This design comes from an exercise in tuning for small area, a short achievable clock period and few clock cycles on the open sky130 flow, not from production work. RTL that was checked went through simulation tests only; none was proved equivalent to the original. For run 7, only the layout was checked, not whether the RTL still works.

==> flow/design.v <==
package huff_pkg;
    typedef logic [8-1:0] weight_t;
    typedef logic [12-1:0]    nodeWeight_t;
    typedef logic [5-1:0]     nodeId_t;
    typedef struct packed {
        weight_t [10-1:0] leaf;
    } leafWeights_t;
    typedef struct packed {
        nodeId_t parent;
        nodeId_t left;
        nodeId_t right;
    } treeEntry_t;
    typedef logic [(9-1)*3*5-1:0] treeTable_t;
    typedef struct packed {
        nodeId_t     id;
        nodeWeight_t weight;
        logic        valid;  
    } pick_t;
    typedef enum logic [1:0] {
        IDLE,
        PICK_RIGHT,
        PICK_LEFT,
        MERGE
    } ctrlState_t;
endpackage
module huffmanTree (
    input  logic                   Clk_in,
    input  logic                   n_Rst,
    input  logic                   Start,
    input  logic [79:0]            Weights,    
    output logic                   Busy,
    output logic                   Done,
    output logic [119:0]           Tree,       
    output logic [4:0]             RootRight,
    output logic [4:0]             RootLeft
);
    localparam int NH = 5;    
    localparam int QD = 4;    
    localparam int PD = 5;    
    function automatic logic le8(input logic [7:0] a, input logic [7:0] b);
        logic r;
        r = 1'b1;
        for (int k = 0; k < 8; k++)
            r = (a[k] ^ b[k]) ? b[k] : r;
        le8 = r;
    endfunction
    function automatic logic le12(input logic [11:0] a, input logic [11:0] b);
        logic r;
        r = 1'b1;
        for (int k = 0; k < 12; k++)
            r = (a[k] ^ b[k]) ? b[k] : r;
        le12 = r;
    endfunction
    function automatic logic leafLe(input logic [7:0] a, input logic [11:0] b);
        leafLe = (|b[11:8]) || le8(a, b[7:0]);
    endfunction
    logic       busy;
    logic       busyOut;    
    logic       done;
    logic [3:0] haveResult;   
    logic [2:0] mergeCnt;     
    logic       lastMerge;
    assign lastMerge = (mergeCnt == 3'd7);
    always_ff @(posedge Clk_in or negedge n_Rst)
    begin
        if (!n_Rst)
        begin
            busy       <= 1'b0;
            busyOut    <= 1'b0;
            done       <= 1'b0;
            haveResult <= '0;
        end
        else
        begin
            busy       <= busy ? !lastMerge : Start;
            busyOut    <= busy && !lastMerge;
            done       <= busy && lastMerge;
            for (int g = 0; g < 4; g++)
                haveResult[g] <= haveResult[g] || (busy && mergeCnt == 3'(2*g));
        end
    end
    assign Busy = busyOut;
    assign Done = done;
    logic [7:0]    wA [NH];
    logic [7:0]    wB [NH];
    logic [NH-1:0] usedA;
    logic [NH-1:0] usedB;
    always_ff @(posedge Clk_in)
    begin
        if (!busy)
        begin
            for (int i = 0; i < NH; i++)
            begin
                wA[i] <= Weights[8*i +: 8];
                wB[i] <= Weights[8*(i+NH) +: 8];
            end
        end
    end
    function automatic logic [2*NH-1:0] pickTwo(input logic [8*NH-1:0] w,
                                                input logic [NH-1:0]   used);
        logic [NH-1:0] prec [NH];   
        logic [NH-1:0] p0;
        logic [NH-1:0] p1;
        for (int i = 0; i < NH; i++)
        begin
            prec[i][i] = 1'b0;
            for (int j = i + 1; j < NH; j++)
            begin
                prec[i][j] = le8(w[8*i +: 8], w[8*j +: 8]);
                prec[j][i] = !prec[i][j];
            end
        end
        for (int i = 0; i < NH; i++)
        begin
            p0[i] = !used[i];
            for (int j = 0; j < NH; j++)
                if (j != i)
                    p0[i] = p0[i] && (used[j] || prec[i][j]);
        end
        for (int i = 0; i < NH; i++)
        begin
            p1[i] = !used[i] && !p0[i];
            for (int j = 0; j < NH; j++)
                if (j != i)
                    p1[i] = p1[i] && (used[j] || p0[j] || prec[i][j]);
        end
        pickTwo = {p1, p0};
    endfunction
    logic [8*NH-1:0] wAflat;
    logic [8*NH-1:0] wBflat;
    logic [NH-1:0]   pA0, pA1, pB0, pB1;
    always_comb
    begin
        for (int i = 0; i < NH; i++)
        begin
            wAflat[8*i +: 8] = wA[i];
            wBflat[8*i +: 8] = wB[i];
        end
    end
    assign {pA1, pA0} = pickTwo(wAflat, usedA);
    assign {pB1, pB0} = pickTwo(wBflat, usedB);
    logic [7:0] wA0, wA1, wB0, wB1;
    logic [2:0] iA0, iA1, iB0, iB1;
    always_comb
    begin
        wA0 = '0; wA1 = '0; wB0 = '0; wB1 = '0;
        iA0 = '0; iA1 = '0; iB0 = '0; iB1 = '0;
        for (int i = 0; i < NH; i++)
        begin
            wA0 = wA0 | ({8{pA0[i]}} & wA[i]);
            wA1 = wA1 | ({8{pA1[i]}} & wA[i]);
            wB0 = wB0 | ({8{pB0[i]}} & wB[i]);
            wB1 = wB1 | ({8{pB1[i]}} & wB[i]);
            iA0 = iA0 | ({3{pA0[i]}} & 3'(i));
            iA1 = iA1 | ({3{pA1[i]}} & 3'(i));
            iB0 = iB0 | ({3{pB0[i]}} & 3'(i));
            iB1 = iB1 | ({3{pB1[i]}} & 3'(i));
        end
    end
    logic okA0, okA1, okB0, okB1;
    assign okA0 = |pA0;
    assign okA1 = |pA1;
    assign okB0 = |pB0;
    assign okB1 = |pB1;
    logic       firstA;     
    logic       secondA;    
    logic       leafOk0;
    logic       leafOk1;
    logic [7:0] leafW0;
    logic [7:0] leafW1;
    logic [4:0] leafId0;
    logic [4:0] leafId1;
    always_comb
    begin
        firstA = okA0 && (!okB0 || le8(wA0, wB0));
        if (firstA)
            secondA = okA1 && (!okB0 || le8(wA1, wB0));
        else
            secondA = okA0 && (!okB1 || le8(wA0, wB1));
        leafOk0 = okA0 || okB0;
        leafOk1 = firstA ? (okA1 || okB0) : (okA0 || okB1);
        leafW0  = firstA ? wA0 : wB0;
        leafId0 = firstA ? {2'd0, iA0} : 5'd5 + {2'd0, iB0};
        if (firstA)
        begin
            leafW1  = secondA ? wA1 : wB0;
            leafId1 = secondA ? {2'd0, iA1} : 5'd5 + {2'd0, iB0};
        end
        else
        begin
            leafW1  = secondA ? wA0 : wB1;
            leafId1 = secondA ? {2'd0, iA0} : 5'd5 + {2'd0, iB1};
        end
    end
    logic [11:0]   q [QD];
    logic [QD-1:0] head;      
    logic [QD-1:0] tail;      
    logic [PD-1:0] pending;   
    logic [4:0]    headId;    
    logic [11:0]   opA;       
    logic [11:0]   opB;
    logic [11:0]   newSum;
    assign newSum = opA + opB;
    logic [1:0] tailSlot;
    assign tailSlot = mergeCnt[1:0] - 2'd1;
    always_comb
        for (int k = 0; k < QD; k++)
            tail[k] = (tailSlot == 2'(k));
    logic [QD-1:0] head1;
    logic [QD-1:0] head2;
    assign head1 = {head[QD-2:0], head[QD-1]};
    assign head2 = {head1[QD-2:0], head1[QD-1]};
    logic [11:0] qW0;
    logic [11:0] qW1;
    always_comb
    begin
        qW0 = '0;
        qW1 = '0;
        for (int k = 0; k < QD; k++)
        begin
            qW0 = qW0 | ({12{head[k]}}  & q[k]);
            qW1 = qW1 | ({12{head1[k]}} & q[k]);
        end
        if (pending[0] && !pending[1])
            qW0 = newSum;
        if (pending[1] && !pending[2])
            qW1 = newSum;
    end
    logic        takeLeafR;
    logic        takeLeafL;
    logic        twoLeaves;
    logic        twoNodes;
    logic [11:0] nextA;
    logic [11:0] nextB;
    logic [4:0]  rightId;
    logic [4:0]  leftId;
    always_comb
    begin
        takeLeafR = leafOk0 && (!pending[0] || leafLe(leafW0, qW0));
        if (takeLeafR)
            takeLeafL = leafOk1 && (!pending[0] || leafLe(leafW1, qW0));
        else
            takeLeafL = leafOk0 && (!pending[1] || leafLe(leafW0, qW1));
        twoLeaves = takeLeafR && takeLeafL;
        twoNodes  = !takeLeafR && !takeLeafL;
        nextA = twoNodes ? qW1 : {4'd0, leafW0};
        nextB = twoLeaves ? {4'd0, leafW1} : qW0;
        rightId = takeLeafR ? leafId0 : headId;
        if (twoLeaves)
            leftId = leafId1;
        else if (takeLeafR)
            leftId = headId;
        else if (takeLeafL)
            leftId = leafId0;
        else
            leftId = headId + 5'd1;
    end
    logic [11:0] total;
    logic [7:0]  pairA;
    logic [7:0]  pairB;
    always_comb
    begin
        pairA = wA[0];
        pairB = wA[1];
        case (mergeCnt)
            3'd1:    begin pairA = wA[2]; pairB = wA[3]; end
            3'd2:    begin pairA = wA[4]; pairB = wB[0]; end
            3'd3:    begin pairA = wB[1]; pairB = wB[2]; end
            3'd4:    begin pairA = wB[3]; pairB = wB[4]; end
            default: ;
        endcase
    end
    logic [11:0] half;
    logic [7:0]  lastLeafW;
    logic [4:0]  lastLeafId;
    logic        xIsLeaf;
    logic        xRight;
    logic [4:0]  xId;
    assign half       = {1'b0, total[11:1]};
    assign lastLeafW  = pending[1] ? leafW0 : leafW1;
    assign lastLeafId = pending[1] ? leafId0 : leafId1;
    assign xIsLeaf    = !pending[2] && !leafLe(lastLeafW, newSum);
    assign xRight     = le12(newSum, half) && (pending[2] || le12({4'd0, lastLeafW}, half));
    assign xId        = xIsLeaf ? lastLeafId : 5'd16;
    always_ff @(posedge Clk_in)
    begin
        opA <= nextA;
        opB <= nextB;
    end
    always_ff @(posedge Clk_in)
    begin
        if (!busy)
        begin
            usedA    <= '0;
            usedB    <= '0;
            mergeCnt <= '0;
            head     <= QD'(1);
            pending  <= '0;
            headId   <= 5'd10;
            total    <= '0;
        end
        else
        begin
            mergeCnt <= mergeCnt + 3'd1;
            if (mergeCnt <= 3'd4)
                total <= total + {4'd0, pairA} + {4'd0, pairB};
            if (takeLeafR || takeLeafL)
            begin
                if (firstA)
                    usedA <= usedA | pA0 | ((twoLeaves && secondA) ? pA1 : '0);
                else
                    usedA <= usedA | ((twoLeaves && secondA) ? pA0 : '0);
                if (!firstA)
                    usedB <= usedB | pB0 | ((twoLeaves && !secondA) ? pB1 : '0);
                else
                    usedB <= usedB | ((twoLeaves && !secondA) ? pB0 : '0);
            end
            for (int k = 0; k < QD; k++)
                if (tail[k])
                    q[k] <= newSum;
            if (twoNodes)
            begin
                head    <= head2;
                headId  <= headId + 5'd2;
                pending <= {1'b0, pending[PD-1:1]};
            end
            else if (!twoLeaves)
            begin
                head    <= head1;
                headId  <= headId + 5'd1;
            end
            else
            begin
                pending <= {pending[PD-2:0], 1'b1};
            end
        end
    end
    logic [9:0] entry [8];
    logic [4:0] rootR;
    logic [4:0] rootL;
    always_ff @(posedge Clk_in or negedge n_Rst)
    begin
        if (!n_Rst)
        begin
            for (int e = 0; e < 8; e++)
                entry[e] <= '0;
            rootR <= '0;
            rootL <= '0;
        end
        else if (busy)
        begin
            for (int e = 0; e < 7; e++)
                entry[e] <= entry[e+1];
            entry[7] <= {leftId, rightId};
            if (lastMerge)
            begin
                rootR <= xRight ? xId : 5'd17;
                rootL <= xRight ? 5'd17 : xId;
            end
        end
    end
    always_comb
    begin
        for (int e = 0; e < 8; e++)
            Tree[15*e +: 15] = {(haveResult[e/2] ? 5'(10 + e) : 5'd0), entry[e]};
    end
    assign RootRight = rootR;
    assign RootLeft  = rootL;
endmodule
==> flow/flow/run.sh <==
#!/bin/bash
# The standard layout, except that the port buffers are plain buf_1
# cells instead of the delay buffers buffer_ports picks by default.
set -euo pipefail
export BUFFER_PORTS_ARGS="-buffer_cell sky130_fd_sc_hd__buf_1"
bash standard.sh finish > standard_flow.log 2>&1
==> flow/standard.sh <==
#!/bin/bash
# synth_recipe.tcl (not shown) runs the flow's synth.tcl, then flattens the netlist and writes it again
# the make line also repeats each setting of config.mk as NAME=value (left out here)
make -C /OpenROAD-flow-scripts/flow DESIGN_CONFIG=/design/flow/config.mk WORK_HOME=/design/flow/orfs CLKGATE_MAP_FILE= SYNTH_SCRIPT=/design/flow/synth_recipe.tcl "${@:-finish}"
==> flow/config.mk <==
export PLATFORM = sky130hd
export DESIGN_NAME = huffmanTree
export DESIGN_NICKNAME = huffmanTree
export VERILOG_FILES = /design/flow/design.v
export SDC_FILE = /design/flow/constraint.sdc
export NUM_CORES = 4
export LEC_CHECK = 0
export CAP_MARGIN = 20
export CORE_MARGIN = 2
export CORE_UTILIZATION = 40
export SLEW_MARGIN = 20
==> flow/constraint.sdc <==
create_clock -name core_clock -period 36.0 [get_ports {Clk_in}]
set_input_delay 7.2000 -clock core_clock [delete_from_list [all_inputs] [get_ports {Clk_in}]]
set_output_delay 7.2000 -clock core_clock [all_outputs]
set_load 0.01 [all_outputs]
==> results by group, run 1 <==
Setup path
  • Critical-path maximum fanout: 8
  • Sequence of cells on the critical path: buf_1
  • Arrival time at the worst endpoint: 1170 ps
  • Worst setup SP type: flop
  • Worst stage delay on the critical path: 450 ps
  • Category of the worst setup path capture point: output pin
  • Crit path buf inv count: 1
  • Largest delay share family, worst path: flip-flops
  • Critical Path RT: 28,800 ps
  • Master of the slowest instance on the critical path: dfrtp_1
  • Setup CP Type: flop to output pin

Place
  • Total half-perimeter wirelength after legalization and detailed placement: 48,100 µm
  • Final weighted congestion of routability-driven global placement: 0.9894
  • Placed cell area: 20,510 µm²
  • Number of buffer cells added on primary ports: 194

Finish
  • Diodes inserted: 0
  • Area added between synthesis and finish: 10.32%
  • Leading cell types in the layout, fill and taps excluded: 193 x buf_1, 166 x nand2_1, 128 x edfxtp_1
  • Summed area of non-filler cells in the final layout: 21,700 µm²
  • Most common cell after layout, fill and taps aside: buf_1
  • Nets: 2,343
  • Fraction of layout cells with a size suffix above 1: 10.46%

Clock network
  • Post-CTS clock slew at the launch and capture registers of the worst setup and hold paths: 60 ps
  • H-tree lvl count: 2
  • Quantity of hold-fixing buffers added after cts: 0
  • Clock Sinks: 288
  • Cell at the root of the clock tree: clkbuf_16
  • Clock tree from TritonCTS: built
  • Quantity of gates resized following cts: 0
  • Total CTS buffers: 34
  • Post-CTS Setup Repair Bufs: 0
  • Worst-case clock buffer depth: 3
  • Clk Latency, worst-skew pair: 550 ps

Synthesis
  • Share of flip-flops with an asynchronous set or reset: 33.68%
  • Syn Std Cell Area: 19,670 µm²
  • Synth Warn #: 7
  • Mean Syn Cell Area: 9.196 µm²
  • Post-synthesis cell count: 2,139
  • Cell taking the most area after synthesis: edfxtp_1
  • Number of distinct standard cells referenced by the synthesized netlist: 116
  • Leading post-synthesis cells by cell area: edfxtp_1 20%, dfrtp_1 12%, dfxtp_1 6.4%
  • Synth top area share: 19.54%
  • Register bit total from synthesis: 288
  • Sequential share of the synthesized area: 38.29%
  • Number of enable flip-flop cells after synthesis: 128
  • Top_reg_cell synth: edfxtp_1

STA
  • Slew margin rel.: 31.75%
  • Final setup violation count: 0
  • Transition time of the tightest slew-check pin: 1015 ps
  • Unrepaired setup endpoints after global routing: no
  • Final number of hold-violating endpoints: 0
  • Final TNS setup: 0 ps
  • Setup skew after layout: 20.38 ps
  • Minimum clock period after layout: 8374 ps
  • Pins Over Slew Limit: 0
  • Highest attainable clock frequency: 119.4 MHz
  • Final critical-path share of the clock period: 23.26%

Detailed routing
  • Antenna Nets Post-Route: 0
  • Initial drt markers: 2,327
  • Average wire length per cell after detail routing: 22.63 µm
  • Drt via density: 6.207
  • First-pass iteration count of the detailed router: 10
  • Total via count in the routed design: 18,060
  • Number of DRC violations after detailed routing: 0
  • Total routed wirelength: 65,850 µm

Outcome
  • Status: timing/DRC/antenna clean

Floorplan
  • Die footprint: 50,970 µm²
  • Number of core rows: 81
  • Die height: 225.8 µm
  • Count of boundary I/O pins: 215
  • Core outline area: 48,750 µm²
  • Die Wd: 225.8 µm
  • Initial core utilization: 40.35%

Global route
  • Remaining Overflow, GRT: 0
  • Number of antenna violations at the first check in global routing: 0
  • GRT Util Overall: 25.27%
  • Via count of the first global-routing pass: 16,840
  • Largest net degree at the start of global routing: 72
  • Global-route wire length before repair: 100,500 µm

Job
  • Number of max-capacitance violations reported: 0

Min path
  • Hold/Removal Path Class: flop to flop
stage by stage:
step	hold slack (ps)	util (%)	setup WS (ps)	cells
2_1_floorplan	431.9	-	28180	2158
3_3_place_gp	440.8	42.08	27560	2848
3_5_place_dp	444.6	42.08	27510	2848
4_1_cts	453.6	44.50	27570	2910
5_1_grt	477.0	44.51	27440	2910
6_report	453.3	44.51	27630	2910
synthesized netlist by cell type (40+ instances only):
library cell / number
mux2_2: 78
nand2b_1: 40
nor2_1: 124
buf_4: 40
clkbuf_1: 95
o21ai_0: 112
a21oi_1: 108
inv_1: 122
dfrtp_1: 97
nand2_1: 166
a22oi_1: 107
nand3_1: 81
edfxtp_1: 128
dfxtp_1: 63
worst paths after layout:
kind                                    start           to  slack (ps)  cells after the start
worst max-delay path            haveResult[2]     Tree[73]       27630                      1
worst min-delay path                 total[4]     total[4]         450                      2
worst max register to register       wB[0][5]     usedB[3]       27840                     23
worst min register to register       total[4]     total[4]         450                      2
max in group asynchronous               n_Rst         busy       28170                      2
min in group asynchronous               n_Rst  entry[0][5]        6660                      1
layout make-up:
| cell class | instances | area, µm² |
|---|---|---|
| Fill cell | 4737 | 27050 |
| Multi-Input combinational cell | 1553 | 10790 |
| Sequential cell | 288 | 7536 |
| Clock buffer | 44 | 919.6 |
| Timing Repair Buffer | 212 | 867.1 |
| Tap cell | 664 | 830.8 |
| Inverter | 131 | 494.2 |
| Clock inverter | 18 | 261.5 |
flip-flops by register name (all words and copies together), names as in the netlist:
signal	count
usedB	5
wB	40
head	4
usedA	5
opB	12
opA	12
entry	80
rootR	5
q	48
done	1
haveResult	4
total	12
headId	5
busyOut	1
rootL	5
pending	5
mergeCnt	3
busy	1
wA	40
logic make-up after synthesis:
family	after synthesis	share of synthesized area (%)
other	1	0.01906
buffers and inverters	317	7.264
XOR/XNOR	26	1.158
flip-flops	288	38.29
AO/OA/AOI/OAI	691	25.63
adder cells (fa/ha/maj)	83	5.146
multiplexers	118	6.577
AND/OR/NAND/NOR	615	15.91
per-layer routing:
layer,GRT usage (%),routed length (µm)
met5,0,0
met1,35.13,28220
met3,3.734,5518
met2,40.11,29940
met4,8.716,2171
Testbench counts, summed over its fixed seeds: cycles 4,608.
==> run 2, diff against run 1 <==
--- a/flow/config.mk
+++ b/flow/config.mk
@@ -7,2 +7,3 @@
 export LEC_CHECK = 0
+export ABC_AREA = 1
 export CAP_MARGIN = 20
@@ -10,2 +11,4 @@
 export CORE_UTILIZATION = 40
+export CTS_CLUSTER_DIAMETER = 120
+export CTS_CLUSTER_SIZE = 30
 export SLEW_MARGIN = 20
==> results by group, run 2 <==
Detailed routing
  • Antenna Nets Post-Route: 0 (unchanged)
  • M1 WL: 26,870 µm (-4.8%)
  • Highest metal layer with signal wires: met4
  • Total routed wirelength: 61,910 µm (-6.0%)
  • Number of DRC violations after detailed routing: 0 (unchanged)
  • Sum of met2 wire segment lengths after detailed routing: 28,740 µm (-4.0%)
  • Met3 WL post-DR: 4130 µm (-25%)
  • Drt via density: 5.287 (-15%)
  • Initial drt markers: 1,765 (-24%)
  • Total via count in the routed design: 18,560 (+2.7%)
  • Average wire length per cell after detail routing: 17.64 µm (-22%)
  • First-pass iteration count of the detailed router: 6 (-4)

STA
  • Slew margin rel.: 28.22% (-3.5 points)
  • Final number of hold-violating endpoints: 0 (unchanged)
  • Final setup violation count: 0 (unchanged)
  • Setup skew after layout: 20.17 ps (-0.2093 ps)
  • Unrepaired setup endpoints after global routing: no
  • Pins Over Slew Limit: 0 (unchanged)
  • Final TNS setup: 0 ps (unchanged)
  • Highest attainable clock frequency: 119.3 MHz (about the same)
  • Final critical-path share of the clock period: 23.28% (about the same)
  • Minimum clock period after layout: 8379 ps (+4.700 ps)
  • Transition time of the tightest slew-check pin: 1076 ps (+60.28 ps)

Synthesis
  • Adder-cell share of the synthesized area: 3.009% (-2.1 points)
  • Synth Warn #: 7 (unchanged)
  • Sequential share of the synthesized area: 38.70% (+0.41 points)
  • Mean Syn Cell Area: 7.011 µm² (-24%)
  • Share of flip-flops with an asynchronous set or reset: 33.68% (unchanged)
  • Synth top area share: 19.75% (+0.21 points)
  • Area share of and/or/nand/nor cells after synthesis: 27.48% (+12 points)
  • Top_reg_cell synth: edfxtp_1
  • Cell taking the most area after synthesis: edfxtp_1
  • Register bit total from synthesis: 288 (unchanged)
  • Combinational family with the most area after synthesis: simple AND/OR/NAND/NOR gates
  • Number of enable flip-flop cells after synthesis: 128 (unchanged)
  • Multiplexer area fraction after synthesis: 0.05143% (-6.5 points)
  • Cell with the most instances after synthesis: nand2_1
  • Most instantiated cells after synthesis: 905 x nand2_1, 403 x inv_1, 158 x o22ai_1
  • Post-synthesis cell count: 2,776 (+30%)
  • Leading post-synthesis cells by cell area: edfxtp_1 20%, nand2_1 17%, dfrtp_1 12%
  • Share of the synthesized area in compound gates (AO/OA/AOI/OAI): 16.74% (-8.9 points)
  • Syn Std Cell Area: 19,460 µm² (-1.1%)
  • XOR/XNOR share of the synthesized area: 0.7651% (-0.39 points)
  • Number of distinct standard cells referenced by the synthesized netlist: 64 (-45%)

Finish
  • Most flop-heavy register: entry
  • Number of flip-flops in the largest register: 80 (unchanged)
  • Area added between synthesis and finish: 6.866%
  • Nets: 3,010 (+28%)
  • Fraction of layout cells with a size suffix above 1: 6.528% (-3.9 points)
  • Leading cell types in the layout, fill and taps excluded: 905 x nand2_1, 403 x inv_1, 193 x buf_1
  • Final cell count without fillers: 3,510 (+21%)
  • Diodes inserted: 0 (unchanged)
  • Fillers: 5,011 (+5.8%)
  • Summed area of non-filler cells in the final layout: 20,800 µm² (-4.2%)
  • Most common cell after layout, fill and taps aside: nand2_1
  • Share of the core filled with cells in the final layout: 43.47% (-1.0 points)
  • Largest registers: entry: 80 flops, q: 48 flops

Setup path
  • Master of the slowest instance on the critical path: dfrtp_1
  • Worst stage delay on the critical path: 470 ps (+20 ps)
  • Sequence of cells on the critical path: buf_1
  • Arrival time at the worst endpoint: 1180 ps (about the same)
  • Category of the worst setup path capture point: output pin
  • Critical-path maximum fanout: 8 (unchanged)
  • Worst setup SP type: flop
  • Critical Path RT: 28,800 ps (about the same)
  • Largest delay share family, worst path: flip-flops
  • Setup CP Type: flop to output pin
  • Crit path buf inv count: 1 (unchanged)

Global route
  • GRT Util Overall: 24.11% (-1.2 points)
  • Remaining Overflow, GRT: 0 (unchanged)
  • Via count of the first global-routing pass: 17,330 (+2.9%)
  • Global-route wire length before repair: 96,810 µm (-3.7%)
  • Number of antenna violations at the first check in global routing: 0 (unchanged)
  • Largest net degree at the start of global routing: 97 (+35%)

Floorplan
  • Die height: 224.6 µm (-0.52%)
  • Die footprint: 50,430 µm² (-1.0%)
  • Number of core rows: 80 (-1.2%)
  • Count of boundary I/O pins: 215 (unchanged)
  • Initial core utilization: 40.67% (+0.32 points)
  • Core outline area: 47,850 µm² (-1.9%)
  • Die Wd: 224.6 µm (-0.52%)

Clock network
  • Cell at the root of the clock tree: clkbuf_16
  • Quantity of gates resized following cts: 0 (unchanged)
  • Post-CTS clock slew at the launch and capture registers of the worst setup and hold paths: 120 ps (+60 ps)
  • Post-CTS Setup Repair Bufs: 0 (unchanged)
  • Total CTS buffers: 14 (-59%)
  • Quantity of hold-fixing buffers added after cts: 0 (unchanged)
  • Clock Sinks: 288 (unchanged)
  • Clock tree from TritonCTS: built
  • Worst-case clock buffer depth: 3 (unchanged)
  • H-tree lvl count: 1 (-1)
  • Clk Latency, worst-skew pair: 540 ps (about the same)

Place
  • Number of buffer cells added on primary ports: 194 (unchanged)
  • Post-Place Cells: 3,486 (+22%)
  • Total half-perimeter wirelength after legalization and detailed placement: 47,060 µm (-2.2%)
  • Placed cell area: 20,350 µm² (-0.80%)
  • Final weighted congestion of routability-driven global placement: 0.9985 (+0.92%)

Min path
  • Hold/Removal Path Class: flop to flop

Outcome
  • Status: timing/DRC/antenna clean

Job
  • Number of max-capacitance violations reported: 0 (unchanged)
[run 2: cell types whose count changed after synthesis, sizes merged, moves of 33 or more]
cell | previous run | this run
nand3 | 81 | 118
clkbuf | 96 | 44
nor2b | 38 | 0
mux2 | 81 | 0
nor2 | 126 | 179
inv | 131 | 474
o21ai | 128 | 214
mux2i | 37 | 1
a22oi | 108 | 1
o22ai | 25 | 158
nand2b | 40 | 0
a21oi | 108 | 75
maj3 | 43 | 1
nand2 | 167 | 931
[run 2: through the flow]
stage | setup WS, ps | hold slack (ps)
after floorplan | 28180 | 429.1
after global placement | 27470 | 443.4
after detailed placement | 27450 | 451.6
after CTS | 27590 | 469.8
after global routing | 27540 | 503.1
final | 27620 | 467.7
[run 2: routing by layer]
layer | GRT usage (%) | vias to the layer above
li1 | - | 9130
met1 | 32.25 | 8601
met2 | 39.95 | 706
met3 | 3.357 | 120
met4 | 8.588 | 0
met5 | 0 | -
[run 2: kinds of logic after synthesis]
logic type	Yosys count
simple gates	1274
buf+inv	613
compound gates	541
flops	288
fa+ha+maj	41
xor+xnor	17
other cells	1
mux	1
[run 2: layout make-up]
cell class                      instances  area (µm²)  area share [%]
Clock buffer                           20       394.1           1.895
Clock inverter                          4       51.30          0.2467
Inverter                              490        1847           8.880
Multi-Input combinational cell       1894        9427           45.33
Sequential cell                       288        7536           36.24
Tap cell                              615       769.5           3.700
Timing Repair Buffer                  199       773.2           3.718
[run 2: path summary, 6_finish.rpt]
kind,startpoint,end,slack [ps],depth (start not counted)
setup / recovery,haveResult[2],Tree[87],27620,1
setup reg to reg,wA[4][1],usedA[4],29100,43
hold / removal,pending[4],pending[4],470,2
min in group asynchronous,n_Rst,rootR[2],6530,1
hold reg to reg,pending[4],pending[4],470,2
max in group asynchronous,n_Rst,busy,28470,2
==> run 3, diff against run 2 <==
--- a/flow/config.mk
+++ b/flow/config.mk
@@ -11,3 +11,3 @@
 export CORE_UTILIZATION = 40
-export CTS_CLUSTER_DIAMETER = 120
+export CTS_CLUSTER_DIAMETER = 90
 export CTS_CLUSTER_SIZE = 30
==> results by group, run 3 <==
Global route
  • Largest net degree at the start of global routing: 97 (unchanged)
  • Met2 demand-to-capacity share in global routing: 39.69% (-0.26 points)
  • GRT Util Overall: 24.19% (+0.079 points)
  • Met3 usage: 3.370% (+0.013 points)
  • Via count of the first global-routing pass: 17,330 (-0.012%)
  • Met1 GRT Util: 32.41% (+0.16 points)
  • Busiest grt layer: met2
  • Global-route wire length before repair: 97,000 µm (+0.19%)
  • Remaining Overflow, GRT: 0 (unchanged)
  • Number of antenna violations at the first check in global routing: 0 (unchanged)

Finish
  • Nets: 3,015 (+0.17%)
  • Fillers: 4,998 (-0.26%)
  • Diodes inserted: 0 (unchanged)
  • Fraction of layout cells with a size suffix above 1: 6.954% (+0.43 points)
  • Most common cell after layout, fill and taps aside: nand2_1
  • Combined area of the multi-input logic cells: 9427 µm² (unchanged)
  • Largest registers: entry: 80 flops, q: 48 flops
  • Number of flip-flops in the largest register: 80 (unchanged)
  • Most flop-heavy register: entry
  • Final cell count without fillers: 3,520 (+0.28%)
  • Area added between synthesis and finish: 8.319%
  • Leading cell types in the layout, fill and taps excluded: 905 x nand2_1, 403 x inv_1, 193 x buf_1
  • Storage cell area: 7536 µm² (unchanged)

Floorplan
  • Core outline area: 47,850 µm² (unchanged)
  • Die footprint: 50,430 µm² (unchanged)
  • Die height: 224.6 µm (unchanged)
  • Number of core rows: 80 (unchanged)
  • Initial core utilization: 40.67% (unchanged)
  • Die Wd: 224.6 µm (unchanged)
  • Count of boundary I/O pins: 215 (unchanged)

Clock network
  • H-tree lvl count: 1 (unchanged)
  • Cell at the root of the clock tree: clkbuf_16
  • Clock Sinks: 288 (unchanged)
  • Quantity of gates resized following cts: 0 (unchanged)
  • Clock tree from TritonCTS: built
  • Worst-case clock buffer depth: 3 (unchanged)
  • Post-CTS clock slew at the launch and capture registers of the worst setup and hold paths: 120 ps (about the same)
  • Total CTS buffers: 19 (+5)
  • Post-CTS Setup Repair Bufs: 0 (unchanged)
  • Quantity of hold-fixing buffers added after cts: 0 (unchanged)
  • Clk Latency, worst-skew pair: 560 ps (+20 ps)

Setup path
  • Master of the slowest instance on the critical path: dfrtp_1
  • Sequence of cells on the critical path: buf_1
  • Critical Path Stages: 1 (unchanged)
  • Worst r2r path cells: 43 (unchanged)
  • Worst setup SP type: flop
  • Critical-path maximum fanout: 8 (unchanged)
  • Setup CP Type: flop to output pin
  • Category of the worst setup path capture point: output pin
  • Crit path buf inv count: 1 (unchanged)
  • Worst stage delay on the critical path: 450 ps (-20 ps)
  • Critical Path RT: 28,800 ps (about the same)
  • Largest delay share family, worst path: flip-flops
  • Arrival time at the worst endpoint: 1170 ps (about the same)

Synthesis
  • Register bit total from synthesis: 288 (unchanged)
  • Post-synthesis cell count: 2,776 (unchanged)
  • Sequential share of the synthesized area: 38.70% (unchanged)
  • Number of distinct standard cells referenced by the synthesized netlist: 64 (unchanged)
  • Synth Warn #: 7 (unchanged)
  • Top_reg_cell synth: edfxtp_1
  • Leading post-synthesis cells by cell area: edfxtp_1 20%, nand2_1 17%, dfrtp_1 12%
  • Syn Std Cell Area: 19,460 µm² (unchanged)
  • Most instantiated cells after synthesis: 905 x nand2_1, 403 x inv_1, 158 x o22ai_1
  • Share of flip-flops with an asynchronous set or reset: 33.68% (unchanged)
  • Synth top area share: 19.75% (unchanged)
  • Cell with the most instances after synthesis: nand2_1
  • Number of enable flip-flop cells after synthesis: 128 (unchanged)
  • Cell taking the most area after synthesis: edfxtp_1
  • Mean Syn Cell Area: 7.011 µm² (unchanged)

STA
  • Final number of hold-violating endpoints: 0 (unchanged)
  • Highest attainable clock frequency: 119.5 MHz (+0.12%)
  • Final TNS setup: 0 ps (unchanged)
  • Unrepaired setup endpoints after global routing: no
  • Pins Over Slew Limit: 0 (unchanged)
  • Setup skew after layout: 31.11 ps (+10.94 ps)
  • Minimum clock period after layout: 8369 ps (-10.10 ps)
  • Final critical-path share of the clock period: 23.25% (-0.028 points)
  • Post-route worst hold slack: 469.8 ps (+2.099 ps)
  • Slew margin rel.: 28.77% (+0.55 points)
  • Final setup violation count: 0 (unchanged)
  • Transition time of the tightest slew-check pin: 1067 ps (-8.195 ps)

Place
  • Total half-perimeter wirelength after legalization and detailed placement: 47,060 µm (unchanged)
  • Final weighted congestion of routability-driven global placement: 0.9985 (unchanged)
  • Number of buffer cells added on primary ports: 194 (unchanged)
  • Post-Place Cells: 3,486 (unchanged)

Detailed routing
  • Number of DRC violations after detailed routing: 0 (unchanged)
  • Total routed wirelength: 62,030 µm (+0.19%)
  • Drt via density: 5.270 (-0.32%)
  • Initial drt markers: 1,804 (+2.2%)
  • Total via count in the routed design: 18,550 (-0.032%)
  • Average wire length per cell after detail routing: 17.62 µm (about the same)
  • First-pass iteration count of the detailed router: 5 (-1)
  • Antenna Nets Post-Route: 0 (unchanged)

Min path
  • Number of cells traversed by the worst hold path: 2 (unchanged)
  • Hold/Removal Path Class: flop to flop

Outcome
  • Status: timing/DRC/antenna clean

Job
  • Number of max-capacitance violations reported: 0 (unchanged)
run 3: changes by cell type in the layout (fill, tap and decap cells not counted), sizes merged:
cell and change:
clkinvlp +1, inv +5, clkbuf +2, clkinv +2
run 3: cell type report:
type | count | area share, %
multi-input combinational | 1894 | 44.72
inverter | 490 | 8.761
clock buffer | 22 | 2.356
timing repair buffer | 199 | 3.668
sequential | 288 | 35.75
tap | 615 | 3.650
clock inverter | 12 | 1.098
run 3: worst paths after layout:
| path | start | slack [ps] | end |
|---|---|---|---|
| max in group asynchronous | n_Rst | 28500 | busy |
| hold reg to reg | pending[4] | 470 | pending[4] |
| min in group asynchronous | n_Rst | 6490 | rootR[2] |
| setup reg to reg | wA[4][1] | 29060 | usedA[4] |
| setup / recovery | haveResult[2] | 27630 | Tree[87] |
| hold / removal | pending[4] | 470 | pending[4] |
run 3: routing by layer:
metal	share of wire, %	vias to the layer above
met5	0	-
met4	3.8	0
met3	6.9	120
met2	46	734
met1	43	8558
li1	-	9139
run 3: per-stage QoR:
stage	instance area [µm²]	setup WS, ps	util (%)
global placement	20350	27470	42.53
detailed placement	20350	27450	42.53
floorplan	19530	28180	-
CTS	21080	27600	44.05
finish	21080	27630	44.06
global route	21080	27560	44.06
run 3: kinds of logic (layout without fill, tap and decap cells):
group / count (synthesis) / in the layout / synth area share, %
xor+xnor: 17 / 17 / 0.7651
mux: 1 / 1 / 0.05144
buf+inv: 613 / 723 / 13.24
compound gates: 541 / 541 / 16.74
flops: 288 / 288 / 38.70
other cells: 1 / 20 / 0.01927
fa+ha+maj: 41 / 41 / 3.009
simple gates: 1274 / 1274 / 27.48
==> run 4, diff against run 3 <==
--- a/flow/config.mk
+++ b/flow/config.mk
@@ -11,4 +11,4 @@
 export CORE_UTILIZATION = 40
-export CTS_CLUSTER_DIAMETER = 90
-export CTS_CLUSTER_SIZE = 30
+export CTS_CLUSTER_DIAMETER = 100
+export CTS_CLUSTER_SIZE = 26
 export SLEW_MARGIN = 20
==> results by group, run 4 <==
Clock network
  • Quantity of hold-fixing buffers added after cts: 0 (unchanged)
  • Post-CTS Setup Repair Bufs: 0 (unchanged)
  • H-tree lvl count: 1 (unchanged)
  • Worst-case clock buffer depth: 3 (unchanged)
  • Clk Latency, worst-skew pair: 550 ps (about the same)
  • Quantity of gates resized following cts: 0 (unchanged)
  • Clock Sinks: 288 (unchanged)
  • Post-CTS clock slew at the launch and capture registers of the worst setup and hold paths: 110 ps (about the same)
  • Clock tree from TritonCTS: built
  • Total CTS buffers: 17 (-2)
  • Cell at the root of the clock tree: clkbuf_16

STA
  • PnR worst setup slack: 27,600 ps (-26.40 ps)
  • Highest attainable clock frequency: 119.1 MHz (-0.32%)
  • Setup skew after layout: 27.16 ps (-3.952 ps)
  • Pins Over Slew Limit: 0 (unchanged)
  • Slew margin rel.: 31.02% (+2.3 points)
  • Transition time of the tightest slew-check pin: 1034 ps (-33.72 ps)
  • Final TNS setup: 0 ps (unchanged)
  • Final critical-path share of the clock period: 23.32% (+0.073 points)
  • Final setup violation count: 0 (unchanged)
  • Final number of hold-violating endpoints: 0 (unchanged)
  • Minimum clock period after layout: 8395 ps (+26.40 ps)
  • Unrepaired setup endpoints after global routing: no

Floorplan
  • Count of boundary I/O pins: 215 (unchanged)
  • Core outline area: 47,850 µm² (unchanged)
  • Initial core utilization: 40.67% (unchanged)
  • Number of core rows: 80 (unchanged)
  • Die Wd: 224.6 µm (unchanged)
  • Die height: 224.6 µm (unchanged)
  • Die footprint: 50,430 µm² (unchanged)

Synthesis
  • Share of flip-flops with an asynchronous set or reset: 33.68% (unchanged)
  • XOR/XNOR share of the synthesized area: 0.7651% (unchanged)
  • Mean Syn Cell Area: 7.011 µm² (unchanged)
  • Cell taking the most area after synthesis: edfxtp_1
  • Share of the synthesized area in compound gates (AO/OA/AOI/OAI): 16.74% (unchanged)
  • Leading post-synthesis cells by cell area: edfxtp_1 20%, nand2_1 17%, dfrtp_1 12%
  • Top_reg_cell synth: edfxtp_1
  • Most instantiated cells after synthesis: 905 x nand2_1, 403 x inv_1, 158 x o22ai_1
  • Cell with the most instances after synthesis: nand2_1
  • Synth top area share: 19.75% (unchanged)
  • Number of enable flip-flop cells after synthesis: 128 (unchanged)
  • Number of distinct standard cells referenced by the synthesized netlist: 64 (unchanged)
  • Syn Std Cell Area: 19,460 µm² (unchanged)
  • Multiplexer area fraction after synthesis: 0.05143% (unchanged)
  • Adder-cell share of the synthesized area: 3.009% (unchanged)
  • Area share of and/or/nand/nor cells after synthesis: 27.48% (unchanged)
  • Register bit total from synthesis: 288 (unchanged)
  • Combinational family with the most area after synthesis: simple AND/OR/NAND/NOR gates
  • Sequential share of the synthesized area: 38.70% (unchanged)
  • Synth Warn #: 7 (unchanged)
  • Post-synthesis cell count: 2,776 (unchanged)

Job
  • Number of max-capacitance violations reported: 0 (unchanged)

Place
  • Number of buffer cells added on primary ports: 194 (unchanged)
  • Final weighted congestion of routability-driven global placement: 0.9985 (unchanged)
  • Total half-perimeter wirelength after legalization and detailed placement: 47,060 µm (unchanged)
  • Worst setup slack before clock tree synthesis: 27,450 ps (unchanged)
  • Placed cell area: 20,350 µm² (unchanged)

Finish
  • Most common cell after layout, fill and taps aside: nand2_1
  • Nets: 3,013 (-0.066%)
  • Share of the core filled with cells in the final layout: 43.68% (-0.38 points)
  • Most flop-heavy register: entry
  • Leading cell types in the layout, fill and taps excluded: 905 x nand2_1, 403 x inv_1, 193 x buf_1
  • Diodes inserted: 0 (unchanged)
  • Largest registers: entry: 80 flops, q: 48 flops
  • Area added between synthesis and finish: 7.387%
  • Number of flip-flops in the largest register: 80 (unchanged)
  • Fillers: 5,007 (+0.18%)
  • Fraction of layout cells with a size suffix above 1: 6.722% (-0.23 points)
  • Summed area of non-filler cells in the final layout: 20,900 µm² (-0.86%)

Detailed routing
  • Initial drt markers: 1,882 (+4.3%)
  • Drt via density: 5.267 (about the same)
  • Number of DRC violations after detailed routing: 0 (unchanged)
  • Total via count in the routed design: 18,520 (-0.18%)
  • Antenna Nets Post-Route: 0 (unchanged)
  • Average wire length per cell after detail routing: 17.63 µm (about the same)
  • First-pass iteration count of the detailed router: 6 (+1)
  • Total routed wirelength: 62,000 µm (about the same)

Setup path
  • Critical-path maximum fanout: 8 (unchanged)
  • Setup CP Type: flop to output pin
  • Crit path buf inv count: 1 (unchanged)
  • Worst reg2reg path startpoint: wA[4][1]
  • Master of the slowest instance on the critical path: dfrtp_1
  • Critical Path Stages: 1 (unchanged)
  • Arrival time at the worst endpoint: 1200 ps (+30 ps)
  • Category of the worst setup path capture point: output pin
  • Critical Path RT: 28,800 ps (about the same)
  • Destination of the critical timing path: Tree[87]
  • Worst r2r path cells: 43 (unchanged)
  • Setup slack, reg-to-reg: 29,080 ps (+20 ps)
  • Largest delay share family, worst path: flip-flops
  • Worst stage delay on the critical path: 460 ps (about the same)
  • Worst setup SP type: flop
  • CP Launch Point: haveResult[2]
  • Sequence of cells on the critical path: buf_1
  • Critical R2R Capture: usedA[4]

Global route
  • Remaining Overflow, GRT: 0 (unchanged)
  • Global-route wire length before repair: 96,830 µm (-0.18%)
  • Largest net degree at the start of global routing: 97 (unchanged)
  • Number of antenna violations at the first check in global routing: 0 (unchanged)
  • Via count of the first global-routing pass: 17,340 (+0.075%)
  • GRT Util Overall: 24.13% (-0.060 points)

Outcome
  • Status: timing/DRC/antenna clean

Min path
  • Hold/Removal Path Class: flop to flop
run 4: cell counts after synthesis:
No cell type changed its count.
run 4: worst min-delay path by stage:
stage	from	endpoint	slack, ps	cells after the start
2_1_floorplan	pending[4]	pending[4]	430	2
4_1_cts	pending[4]	pending[4]	470	2
5_1_grt	pending[4]	pending[4]	500	2
3_5_place_dp	pending[4]	pending[4]	450	2
6_report	pending[4]	pending[4]	470	2
3_3_place_gp	pending[4]	pending[4]	440	2
run 4: cells by family after synthesis:
group           after synthesis
other cells                   1
xor+xnor                     17
mux                           1
buf+inv                     613
fa+ha+maj                    41
flops                       288
compound gates              541
simple gates               1274
run 4: area by class of cell:
class	count	area, µm²	share of cell area [%]
Sequential cell	288	7536	36.06
Clock inverter	8	102.6	0.4909
Multi-Input combinational cell	1894	9427	45.11
Inverter	490	1847	8.837
Tap cell	615	769.5	3.682
Clock buffer	22	444.2	2.125
Timing Repair Buffer	199	773.2	3.700
run 4: per-layer routing:
layer	global-route usage, %	wire, µm	vias up
met3	3.083	4075	124
met2	39.77	28570	697
met1	32.51	27060	8558
li1	-	-	9139
met5	0	0	-
met4	8.908	2289	0
run 4: through the flow:
step | instances | hold WS (ps)
floorplan | 2795 | 429.1
global placement | 3486 | 443.4
detailed placement | 3486 | 451.6
CTS | 3516 | 468.3
global route | 3516 | 501.4
finish | 3516 | 467.7
run 4: worst register-to-register path, delay by kind of cell, from the launching register on:
kind / cells / cell delay [ps]
buf+inv: 6 / 1440
flops: 1 / 590
simple gates: 32 / 3610
compound gates: 5 / 1220
==> run 5, diff against run 4 <==
==> flow/flow/run.sh (replaced) <==
#!/bin/bash
# The standard layout, except that the port buffers are plain buf_1
# cells instead of the delay buffers buffer_ports picks by default, and
# timing repair works to a setup margin: it treats any path longer than
# 8.5 ns as failing. The clock and constraints are the design's.
set -euo pipefail
export BUFFER_PORTS_ARGS="-buffer_cell sky130_fd_sc_hd__buf_1"
export SETUP_SLACK_MARGIN=27.5
bash standard.sh finish > standard_flow.log 2>&1
--- a/flow/config.mk
+++ b/flow/config.mk
@@ -7,3 +7,2 @@
 export LEC_CHECK = 0
-export ABC_AREA = 1
 export CAP_MARGIN = 20
@@ -11,4 +10,2 @@
 export CORE_UTILIZATION = 40
-export CTS_CLUSTER_DIAMETER = 100
-export CTS_CLUSTER_SIZE = 26
 export SLEW_MARGIN = 20
==> results by group, run 5 <==
Clock network
  • Clock tree from TritonCTS: built
  • Clock Sinks: 288 (unchanged)
  • Quantity of hold-fixing buffers added after cts: 0 (unchanged)
  • H-tree lvl count: 2 (+1)
  • Cell at the root of the clock tree: clkbuf_16
  • Post-CTS clock slew at the launch and capture registers of the worst setup and hold paths: 60 ps (-50 ps)
  • Clk Latency, worst-skew pair: 560 ps (about the same)
  • Total CTS buffers: 34 (+17)
  • Worst-case clock buffer depth: 3 (unchanged)

Finish
  • Largest registers: entry: 80 flops, q: 48 flops
  • Number of flip-flops in the largest register: 80 (unchanged)
  • Leading cell types in the layout, fill and taps excluded: 193 x buf_1, 166 x nand2_1, 128 x edfxtp_1
  • Most flop-heavy register: entry
  • Nets: 2,343 (-22%)
  • Final cell count without fillers: 2,910 (-17%)
  • Area added between synthesis and finish: 10.34%
  • Fraction of layout cells with a size suffix above 1: 10.51% (+3.8 points)
  • Most common cell after layout, fill and taps aside: buf_1
  • Diodes inserted: 0 (unchanged)

Min path
  • Hold/Removal Path Class: flop to flop
  • Number of cells traversed by the worst hold path: 2 (unchanged)
  • Hold path endpoint: total[4]
  • Start point of the worst min-delay path: total[4]

Setup path
  • Master of the slowest instance on the critical path: dfrtp_1
  • Sequence of cells on the critical path: buf_1
  • Crit path buf inv count: 1 (unchanged)
  • Largest delay share family, worst path: flip-flops
  • Critical Path RT: 28,800 ps (about the same)
  • Critical R2R Capture: usedB[3]
  • Setup CP Type: flop to output pin
  • Arrival time at the worst endpoint: 1170 ps (-30 ps)
  • Worst setup SP type: flop
  • Critical-path maximum fanout: 8 (unchanged)
  • Worst reg2reg path startpoint: wA[3][2]
  • Worst r2r path cells: 23 (-47%)
  • Category of the worst setup path capture point: output pin
  • Worst stage delay on the critical path: 450 ps (about the same)
  • Setup slack, reg-to-reg: 27,940 ps (-1140 ps)

Synthesis
  • Leading post-synthesis cells by cell area: edfxtp_1 20%, dfrtp_1 12%, dfxtp_1 6.4%
  • Share of flip-flops with an asynchronous set or reset: 33.68% (unchanged)
  • Mean Syn Cell Area: 9.196 µm² (+31%)
  • Syn Std Cell Area: 19,670 µm² (+1.1%)
  • Top_reg_cell synth: edfxtp_1
  • Register bit total from synthesis: 288 (unchanged)
  • Synth Warn #: 7 (unchanged)
  • Synth top area share: 19.54% (-0.21 points)
  • Sequential share of the synthesized area: 38.29% (-0.41 points)
  • Number of enable flip-flop cells after synthesis: 128 (unchanged)
  • Cell taking the most area after synthesis: edfxtp_1
  • Post-synthesis cell count: 2,139 (-23%)
  • Most instantiated cells after synthesis: 166 x nand2_1, 128 x edfxtp_1, 124 x nor2_1
  • Number of distinct standard cells referenced by the synthesized netlist: 116 (+81%)
  • Cell with the most instances after synthesis: nand2_1

STA
  • Transition time of the tightest slew-check pin: 1055 ps (+21.31 ps)
  • Minimum clock period after layout: 8375 ps (-20.90 ps)
  • Unrepaired setup endpoints after global routing: no
  • Final setup violation count: 0 (unchanged)
  • PnR worst setup slack: 27,630 ps (+20.90 ps)
  • Slew margin rel.: 29.08% (-1.9 points)
  • Pins Over Slew Limit: 0 (unchanged)
  • Setup skew after layout: 21.20 ps (-5.960 ps)
  • Highest attainable clock frequency: 119.4 MHz (+0.25%)
  • Final number of hold-violating endpoints: 0 (unchanged)
  • Final TNS setup: 0 ps (unchanged)
  • Final critical-path share of the clock period: 23.26% (-0.058 points)

Place
  • Final weighted congestion of routability-driven global placement: 0.9894 (-0.91%)
  • Number of buffer cells added on primary ports: 194 (unchanged)
  • Worst setup slack before clock tree synthesis: 27,510 ps (+64.20 ps)
  • Total half-perimeter wirelength after legalization and detailed placement: 48,100 µm (+2.2%)
  • Post-Place Cells: 2,848 (-18%)

Global route
  • Largest net degree at the start of global routing: 72 (-26%)
  • Remaining Overflow, GRT: 0 (unchanged)
  • Via count of the first global-routing pass: 16,840 (-2.9%)
  • GRT Util Overall: 25.27% (+1.1 points)
  • Number of antenna violations at the first check in global routing: 0 (unchanged)
  • Global-route wire length before repair: 100,500 µm (+3.8%)

Detailed routing
  • Number of DRC violations after detailed routing: 0 (unchanged)
  • Average wire length per cell after detail routing: 22.64 µm (+28%)
  • Initial drt markers: 2,335 (+24%)
  • Total via count in the routed design: 18,080 (-2.4%)
  • First-pass iteration count of the detailed router: 6 (unchanged)
  • Antenna Nets Post-Route: 0 (unchanged)
  • Total routed wirelength: 65,890 µm (+6.3%)
  • Drt via density: 6.213 (+18%)

Floorplan
  • Core outline area: 48,750 µm² (+1.9%)
  • Count of boundary I/O pins: 215 (unchanged)
  • Number of core rows: 81 (+1.3%)
  • Die Wd: 225.8 µm (+0.53%)
  • Die height: 225.8 µm (+0.53%)
  • Initial core utilization: 40.35% (-0.32 points)
  • Die footprint: 50,970 µm² (+1.1%)

Outcome
  • Status: timing/DRC/antenna clean

Job
  • Number of max-capacitance violations reported: 0 (unchanged)
-- run 5: cell families (layout without fill, tap and decap cells) --
family          Yosys count  in the layout  synth area share, %
fa+ha+maj                83             83                5.146
mux                     118            118                6.577
buf+inv                 317            405                7.264
compound gates          691            691                25.63
simple gates            615            615                15.91
other cells               1             20              0.01906
xor+xnor                 26             26                1.158
flops                   288            288                38.29
-- run 5: cell type report --
type	count	area, µm²
clock buffer	44	919.6
clock inverter	18	261.5
fill	4737	27040
inverter	131	494.2
multi-input combinational	1553	10800
sequential	288	7536
tap	664	830.8
timing repair buffer	212	867.1
-- run 5: per-stage QoR --
step	instance area (µm²)	utilization, %	hold WS, ps
global route	21700	44.52	477.0
detailed placement	20510	42.08	444.6
global placement	20510	42.08	440.8
floorplan	19740	-	431.9
CTS	21690	44.50	453.6
finish	21700	44.52	453.3
-- run 5: worst max-delay path by stage --
stage | from | endpoint | slack [ps] | cells past startpoint
floorplan | haveResult[2] | Tree[72] | 28180 | 1
global placement | n_Rst | busy | 27560 | 2
detailed placement | n_Rst | busy | 27510 | 2
CTS | haveResult[2] | Tree[86] | 27570 | 1
global route | haveResult[2] | Tree[71] | 27520 | 1
finish | haveResult[2] | Tree[73] | 27630 | 1
-- run 5: worst min-delay path, cell delays in order (launching register included) --
cell and delay (ps):
dfxtp_1 310, nand2_1 50, a21oi_1 50
-- run 5: routing by layer --
layer / track usage, % / up-vias / routed length [µm]
met5: 0 / - / 0
li1: - / 8144 / -
met3: 3.734 / 145 / 5335
met1: 35.13 / 8854 / 28360
met2: 40.11 / 936 / 30030
met4: 8.716 / 0 / 2159
-- run 5: what timing repair did --
item,in CTS,in global routing
gates resized for setup,0,1
buffers inserted,0,0
endpoints found under the setup margin,0,1
hold endpoints to repair,0,0
==> run 6, diff against run 5 <==
==> flow/flow/run.sh (replaced) <==
#!/bin/bash
# The standard layout, except that the port buffers are plain buf_1
# cells instead of the delay buffers buffer_ports picks by default, and
# timing repair works to a setup margin: it treats any path longer than
# 8 ns as failing. The clock and constraints are the design's.
set -euo pipefail
export BUFFER_PORTS_ARGS="-buffer_cell sky130_fd_sc_hd__buf_1"
export SETUP_SLACK_MARGIN=28
bash standard.sh finish > standard_flow.log 2>&1
--- a/flow/config.mk
+++ b/flow/config.mk
@@ -7,2 +7,3 @@
 export LEC_CHECK = 0
+export ABC_AREA = 1
 export CAP_MARGIN = 20
==> results by group, run 6 <==
Clock network
  • Clk Latency, worst-skew pair: 570 ps (about the same)
  • Cell at the root of the clock tree: clkbuf_16
  • Quantity of hold-fixing buffers added after cts: 0 (unchanged)
  • Worst-case clock buffer depth: 3 (unchanged)
  • Clock Sinks: 288 (unchanged)
  • Clock tree from TritonCTS: built
  • Post-CTS clock slew at the launch and capture registers of the worst setup and hold paths: 60 ps (about the same)
  • Total CTS buffers: 34 (unchanged)
  • H-tree lvl count: 2 (unchanged)

Place
  • Post-Place Cells: 3,486 (+22%)
  • Total half-perimeter wirelength after legalization and detailed placement: 47,060 µm (-2.2%)
  • Number of buffer cells added on primary ports: 194 (unchanged)
  • Final weighted congestion of routability-driven global placement: 0.9985 (+0.92%)

Synthesis
  • Share of flip-flops with an asynchronous set or reset: 33.68% (unchanged)
  • Register bit total from synthesis: 288 (unchanged)
  • Number of enable flip-flop cells after synthesis: 128 (unchanged)
  • Most instantiated cells after synthesis: 905 x nand2_1, 403 x inv_1, 158 x o22ai_1
  • Share of the synthesized area in compound gates (AO/OA/AOI/OAI): 16.74% (-8.9 points)
  • Post-synthesis cell count: 2,776 (+30%)
  • Cell taking the most area after synthesis: edfxtp_1
  • Sequential share of the synthesized area: 38.70% (+0.41 points)
  • Area share of and/or/nand/nor cells after synthesis: 27.48% (+12 points)
  • Synth Warn #: 7 (unchanged)
  • Number of distinct standard cells referenced by the synthesized netlist: 64 (-45%)
  • Multiplexer area fraction after synthesis: 0.05143% (-6.5 points)
  • XOR/XNOR share of the synthesized area: 0.7651% (-0.39 points)
  • Syn Std Cell Area: 19,460 µm² (-1.1%)
  • Synth top area share: 19.75% (+0.21 points)
  • Leading post-synthesis cells by cell area: edfxtp_1 20%, nand2_1 17%, dfrtp_1 12%
  • Cell with the most instances after synthesis: nand2_1
  • Top_reg_cell synth: edfxtp_1
  • Mean Syn Cell Area: 7.011 µm² (-24%)
  • Adder-cell share of the synthesized area: 3.009% (-2.1 points)
  • Combinational family with the most area after synthesis: simple AND/OR/NAND/NOR gates

Finish
  • Most common cell after layout, fill and taps aside: nand2_1
  • Fraction of layout cells with a size suffix above 1: 13.79% (+3.3 points)
  • Number of flip-flops in the largest register: 80 (unchanged)
  • Area added between synthesis and finish: 15.18%
  • Share of the core filled with cells in the final layout: 46.85% (+2.3 points)
  • Leading cell types in the layout, fill and taps excluded: 905 x nand2_1, 403 x inv_1, 158 x o22ai_1
  • Most flop-heavy register: entry
  • Final cell count without fillers: 3,632 (+25%)
  • Largest registers: entry: 80 flops, q: 48 flops
  • Diodes inserted: 0 (unchanged)
  • Nets: 3,115 (+33%)

Global route
  • Global-route wire length before repair: 98,710 µm (-1.8%)
  • Number of antenna violations at the first check in global routing: 0 (unchanged)
  • Largest net degree at the start of global routing: 97 (+35%)
  • GRT Util Overall: 24.79% (-0.49 points)
  • Remaining Overflow, GRT: 0 (unchanged)
  • Via count of the first global-routing pass: 17,860 (+6.1%)

Detailed routing
  • Number of DRC violations after detailed routing: 0 (unchanged)
  • Drt via density: 5.201 (-16%)
  • Average wire length per cell after detail routing: 17.53 µm (-23%)
  • First-pass iteration count of the detailed router: 6 (unchanged)
  • Total routed wirelength: 63,660 µm (-3.4%)
  • Antenna Nets Post-Route: 0 (unchanged)
  • Total via count in the routed design: 18,890 (+4.5%)
  • Initial drt markers: 1,867 (-20%)

STA
  • Pins Over Slew Limit: 0 (unchanged)
  • Post-route worst hold slack: 469.7 ps (+16.43 ps)
  • Final critical-path share of the clock period: 23.21% (-0.054 points)
  • Transition time of the tightest slew-check pin: 1051 ps (-4.029 ps)
  • Highest attainable clock frequency: 119.7 MHz (+0.23%)
  • Setup skew after layout: 34.28 ps (+13.08 ps)
  • Final TNS setup: 0 ps (unchanged)
  • Unrepaired setup endpoints after global routing: yes
  • Final number of hold-violating endpoints: 0 (unchanged)
  • Final setup violation count: 0 (unchanged)
  • Slew margin rel.: 29.86% (+0.78 points)
  • Minimum clock period after layout: 8355 ps (-19.60 ps)

Floorplan
  • Die footprint: 50,430 µm² (-1.0%)
  • Initial core utilization: 40.67% (+0.32 points)
  • Core outline area: 47,850 µm² (-1.9%)
  • Die Wd: 224.6 µm (-0.52%)
  • Number of core rows: 80 (-1.2%)
  • Count of boundary I/O pins: 215 (unchanged)
  • Die height: 224.6 µm (-0.52%)

Setup path
  • Worst stage delay on the critical path: 440 ps (about the same)
  • Arrival time at the worst endpoint: 1150 ps (-20 ps)
  • Crit path buf inv count: 1 (unchanged)
  • Largest delay share family, worst path: flip-flops
  • Sequence of cells on the critical path: clkbuf_2
  • Critical Path RT: 28,800 ps (about the same)
  • Setup CP Type: flop to output pin
  • Worst setup SP type: flop
  • Master of the slowest instance on the critical path: dfrtp_2
  • Critical-path maximum fanout: 8 (unchanged)
  • Category of the worst setup path capture point: output pin

Outcome
  • Status: timing/DRC/antenna clean

Job
  • Number of max-capacitance violations reported: 0 (unchanged)

Min path
  • Hold/Removal Path Class: flop to flop
[run 6: repair_timing]
action / CTS / global route
endpoints found under the setup margin: 112 / 112
gates resized for setup: 97 / 44
setup buffers: 59 / 26
endpoints found under the hold margin: 0 / 0
[run 6: cell families after synthesis]
| group | after synthesis |
|---|---|
| AND/OR/NAND/NOR | 1274 |
| multiplexers | 1 |
| XOR/XNOR | 17 |
| adder cells (fa/ha/maj) | 41 |
| other | 1 |
| AO/OA/AOI/OAI | 541 |
| buffers and inverters | 613 |
| flip-flops | 288 |
[run 6: worst paths after layout]
kind	startpoint	end	slack (ps)	depth (start not counted)
max	haveResult[2]	Tree[72]	27650	1
min	entry[0][6]	entry[0][6]	470	2
max reg2reg	wA[4][1]	headId[3]	29020	42
min reg2reg	entry[0][6]	entry[0][6]	470	2
max in group asynchronous	n_Rst	haveResult[2]	28480	2
min in group asynchronous	n_Rst	haveResult[3]	6520	1
[run 6: area by class of cell]
type / count / area (µm²)
Tap cell: 615 / 769.5
Clock buffer: 48 / 953.4
Sequential cell: 288 / 7537
Multi-Input combinational cell: 1894 / 9427
Inverter: 490 / 1847
Clock inverter: 13 / 190.2
Fill cell: 4811 / 25430
Timing Repair Buffer: 284 / 1692
[run 6: routing by layer]
| layer | up-vias | GRT usage [%] | share of wire, % | wire length [µm] |
|---|---|---|---|---|
| li1 | 9359 | - | - | - |
| met1 | 8687 | 32.45 | 43 | 27290 |
| met2 | 708 | 40.71 | 46 | 29570 |
| met3 | 135 | 4.037 | 6.8 | 4323 |
| met4 | 0 | 10.45 | 3.9 | 2469 |
| met5 | - | 0 | 0 | 0 |
[run 6: stage by stage]
step | worst slack, ps | cell area (µm²)
after CTS | 27610 | 22140
after global placement | 27470 | 20350
final | 27650 | 22420
after floorplan | 28180 | 19530
after global routing | 27600 | 22420
after detailed placement | 27450 | 20350
==> run 7, diff against run 6 <==
--- a/flow/design.v
+++ b/flow/design.v
@@ -59,3 +59,3 @@
     logic       done;
-    logic [3:0] haveResult;   
+    logic [7:0] haveResult;   
     logic [2:0] mergeCnt;     
@@ -77,4 +77,4 @@
             done       <= busy && lastMerge;
-            for (int g = 0; g < 4; g++)
-                haveResult[g] <= haveResult[g] || (busy && mergeCnt == 3'(2*g));
+            for (int e = 0; e < 8; e++)
+                haveResult[e] <= haveResult[e] || (busy && mergeCnt == 3'(e));
         end
@@ -364,3 +364,3 @@
         for (int e = 0; e < 8; e++)
-            Tree[15*e +: 15] = {(haveResult[e/2] ? 5'(10 + e) : 5'd0), entry[e]};
+            Tree[15*e +: 15] = {(haveResult[e] ? 5'(10 + e) : 5'd0), entry[e]};
     end
==> flow/flow/run.sh (replaced) <==
#!/bin/bash
# The standard layout, except that the port buffers are plain buf_1
# cells instead of the delay buffers buffer_ports picks by default.
set -euo pipefail
export BUFFER_PORTS_ARGS="-buffer_cell sky130_fd_sc_hd__buf_1"
bash standard.sh finish > standard_flow.log 2>&1
==> results by group, run 7 <==
Finish
  • Fraction of layout cells with a size suffix above 1: 7.248% (-6.5 points)
  • Number of flip-flops in the largest register: 80 (unchanged)
  • Nets: 3,021 (-3.0%)
  • Leading cell types in the layout, fill and taps excluded: 902 x nand2_1, 406 x inv_1, 193 x buf_1
  • Share of the core filled with cells in the final layout: 45.26% (-1.6 points)
  • Most flop-heavy register: entry

Job
  • Number of max-capacitance violations reported: 0 (unchanged)

STA
  • Minimum clock period after layout: 8433 ps (+77.70 ps)
  • Pins Over Slew Limit: 0 (unchanged)
  • Final number of hold-violating endpoints: 0 (unchanged)
  • Slew margin rel.: 33.25% (+3.4 points)
  • Unrepaired setup endpoints after global routing: no
  • Final TNS setup: 0 ps (unchanged)
  • Final setup violation count: 0 (unchanged)

Synthesis
  • Mean Syn Cell Area: 7.061 µm² (+0.72%)
  • Cell with the most instances after synthesis: nand2_1
  • Synth Warn #: 7 (unchanged)
  • Number of distinct standard cells referenced by the synthesized netlist: 64 (unchanged)
  • Most instantiated cells after synthesis: 902 x nand2_1, 406 x inv_1, 155 x o21ai_0
  • Number of enable flip-flop cells after synthesis: 128 (unchanged)
  • Sequential share of the synthesized area: 39.16% (+0.46 points)
  • Syn Std Cell Area: 19,490 µm² (+0.14%)
  • Top_reg_cell synth: edfxtp_1

Detailed routing
  • Drt via density: 5.296 (+1.8%)
  • Initial drt markers: 1,647 (-12%)
  • Total routed wirelength: 62,720 µm (-1.5%)
  • First-pass iteration count of the detailed router: 6 (unchanged)
  • Total via count in the routed design: 18,750 (-0.74%)

Setup path
  • Setup CP Type: flop to output pin
  • Category of the worst setup path capture point: output pin
  • Crit path buf inv count: 1 (unchanged)
  • Worst setup SP type: flop
  • Largest delay share family, worst path: flip-flops
  • Arrival time at the worst endpoint: 1230 ps (+80 ps)
  • Master of the slowest instance on the critical path: dfrtp_1
  • Sequence of cells on the critical path: buf_1

Floorplan
  • Number of core rows: 80 (unchanged)
  • Die height: 224.7 µm (about the same)

Global route
  • Remaining Overflow, GRT: 0 (unchanged)
  • Via count of the first global-routing pass: 17,710 (-0.88%)
  • Largest net degree at the start of global routing: 103 (+6.2%)

Clock network
  • Post-CTS Setup Repair Bufs: 0 (-100%)
  • Worst-case clock buffer depth: 3 (unchanged)
  • Quantity of gates resized following cts: 0 (-100%)
  • Clock Sinks: 292 (+1.4%)

Place
  • Number of buffer cells added on primary ports: 194 (unchanged)

Outcome
  • Status: timing/DRC/antenna clean

Min path
  • Hold/Removal Path Class: flop to flop
## run 7: cell types whose count changed after synthesis, moves of 9 or more
cell | before | now
o22ai_1 | 158 | 145
clkinv_1 | 16 | 7
inv_2 | 70 | 57
o21ai_1 | 69 | 50
nand4_1 | 6 | 16
o21ai_0 | 131 | 155
nor2_1 | 157 | 135
nand3_1 | 108 | 126
## run 7: worst paths after layout
path                                from           to  slack, ps  depth (start not counted)
max                        haveResult[3]     Tree[57]      27570                          1
min                           pending[4]   pending[4]        460                          2
max reg2reg                     wA[3][4]    headId[3]      29110                         39
min reg2reg                   pending[4]   pending[4]        460                          2
max in group asynchronous          n_Rst  entry[6][2]      28120                          2
min in group asynchronous          n_Rst  entry[0][1]       6620                          1
## run 7: cells by family after synthesis
group           synth area share (%)
compound gates                 16.74
xor+xnor                      0.8089
fa+ha+maj                      3.107
buf+inv                        12.53
flops                          39.16
mux                          0.05136
other cells                  0.01924
simple gates                   27.57
## run 7: layer usage
metal	GRT usage, %	up-vias	wire length, µm
li1	-	9195	-
met1	32.74	8774	27220
met2	41.10	649	29340
met3	3.436	131	3890
met4	9.229	0	2273
met5	0	-	0
## run 7: worst min-delay path, stage by stage, from the launching register on
cell and delay (ps):
dfxtp_1 290, inv_1 60, a21oi_1 60
## run 7: area by class of cell
| class | instances | area, µm² |
|---|---|---|
| sequential | 292 | 7636 |
| tap | 615 | 769.5 |
| multi-input combinational | 1899 | 9485 |
| timing repair buffer | 200 | 777.0 |
| fill | 4973 | 26250 |
| clock inverter | 25 | 351.6 |
| clock buffer | 39 | 910.9 |
| inverter | 470 | 1769 |
## run 7: per-stage QoR
step	hold WS (ps)	cell area (µm²)	cells	worst slack (ps)
floorplan	429.1	19560	2779	28220
global placement	440.0	20440	3476	27490
detailed placement	451.2	20440	3476	27450
CTS	460.2	21700	3540	27540
global route	490.8	21700	3540	27530
finish	458.7	21700	3540	27570

-- port drivers added, routing unchanged --
How much do the figures lean on ideal ports? The routed layouts below were timed once more, with nothing changed but the port constraints. Step 1, drivers: a clkbuf_16 drives Clk_in and a buf_2 each remaining input, both assumed. Step 2 adds t to the input delays and takes it off the output delays; t is the mean of the earliest and latest rising clock arrival at the registers after step 1. Input paths then give back, and output paths get back, about the clock's delay inside the block. a / b / c = no drivers / after step 1 / after step 2; a / b = the first two.
run | t (ns) | setup slack, ns | hold WS [ns] | worst setup path at the end | pins driven straight from the clock port
run 1 | 0.598 | 27.626 / 27.571 / 27.601 | 0.453 / 0.453 / 0.453 | input, reset recovery | 1
run 2 | 0.581 | 27.621 / 27.565 / 27.919 | 0.468 / 0.468 / 0.468 | input, reset recovery | 1
run 3 | 0.601 | 27.631 / 27.577 / 27.929 | 0.470 / 0.470 / 0.470 | input, reset recovery | 1
run 4 | 0.595 | 27.605 / 27.548 / 27.891 | 0.468 / 0.468 / 0.468 | input, reset recovery | 1
run 5 | 0.599 | 27.625 / 27.571 / 27.600 | 0.453 / 0.453 / 0.453 | input, reset recovery | 1
run 6 | 0.612 | 27.645 / 27.591 / 27.894 | 0.470 / 0.470 / 0.470 | input, reset recovery | 1
run 7 | 0.613 | 27.567 / 27.511 / 27.527 | 0.459 / 0.459 / 0.459 | input, reset recovery | 1
After both steps setup and hold are still met in every run listed. The setup slack of run 7, which loses most, moves by -0.056 ns with the drivers and by -0.040 ns with both steps. Setup slack includes reset recovery checks.
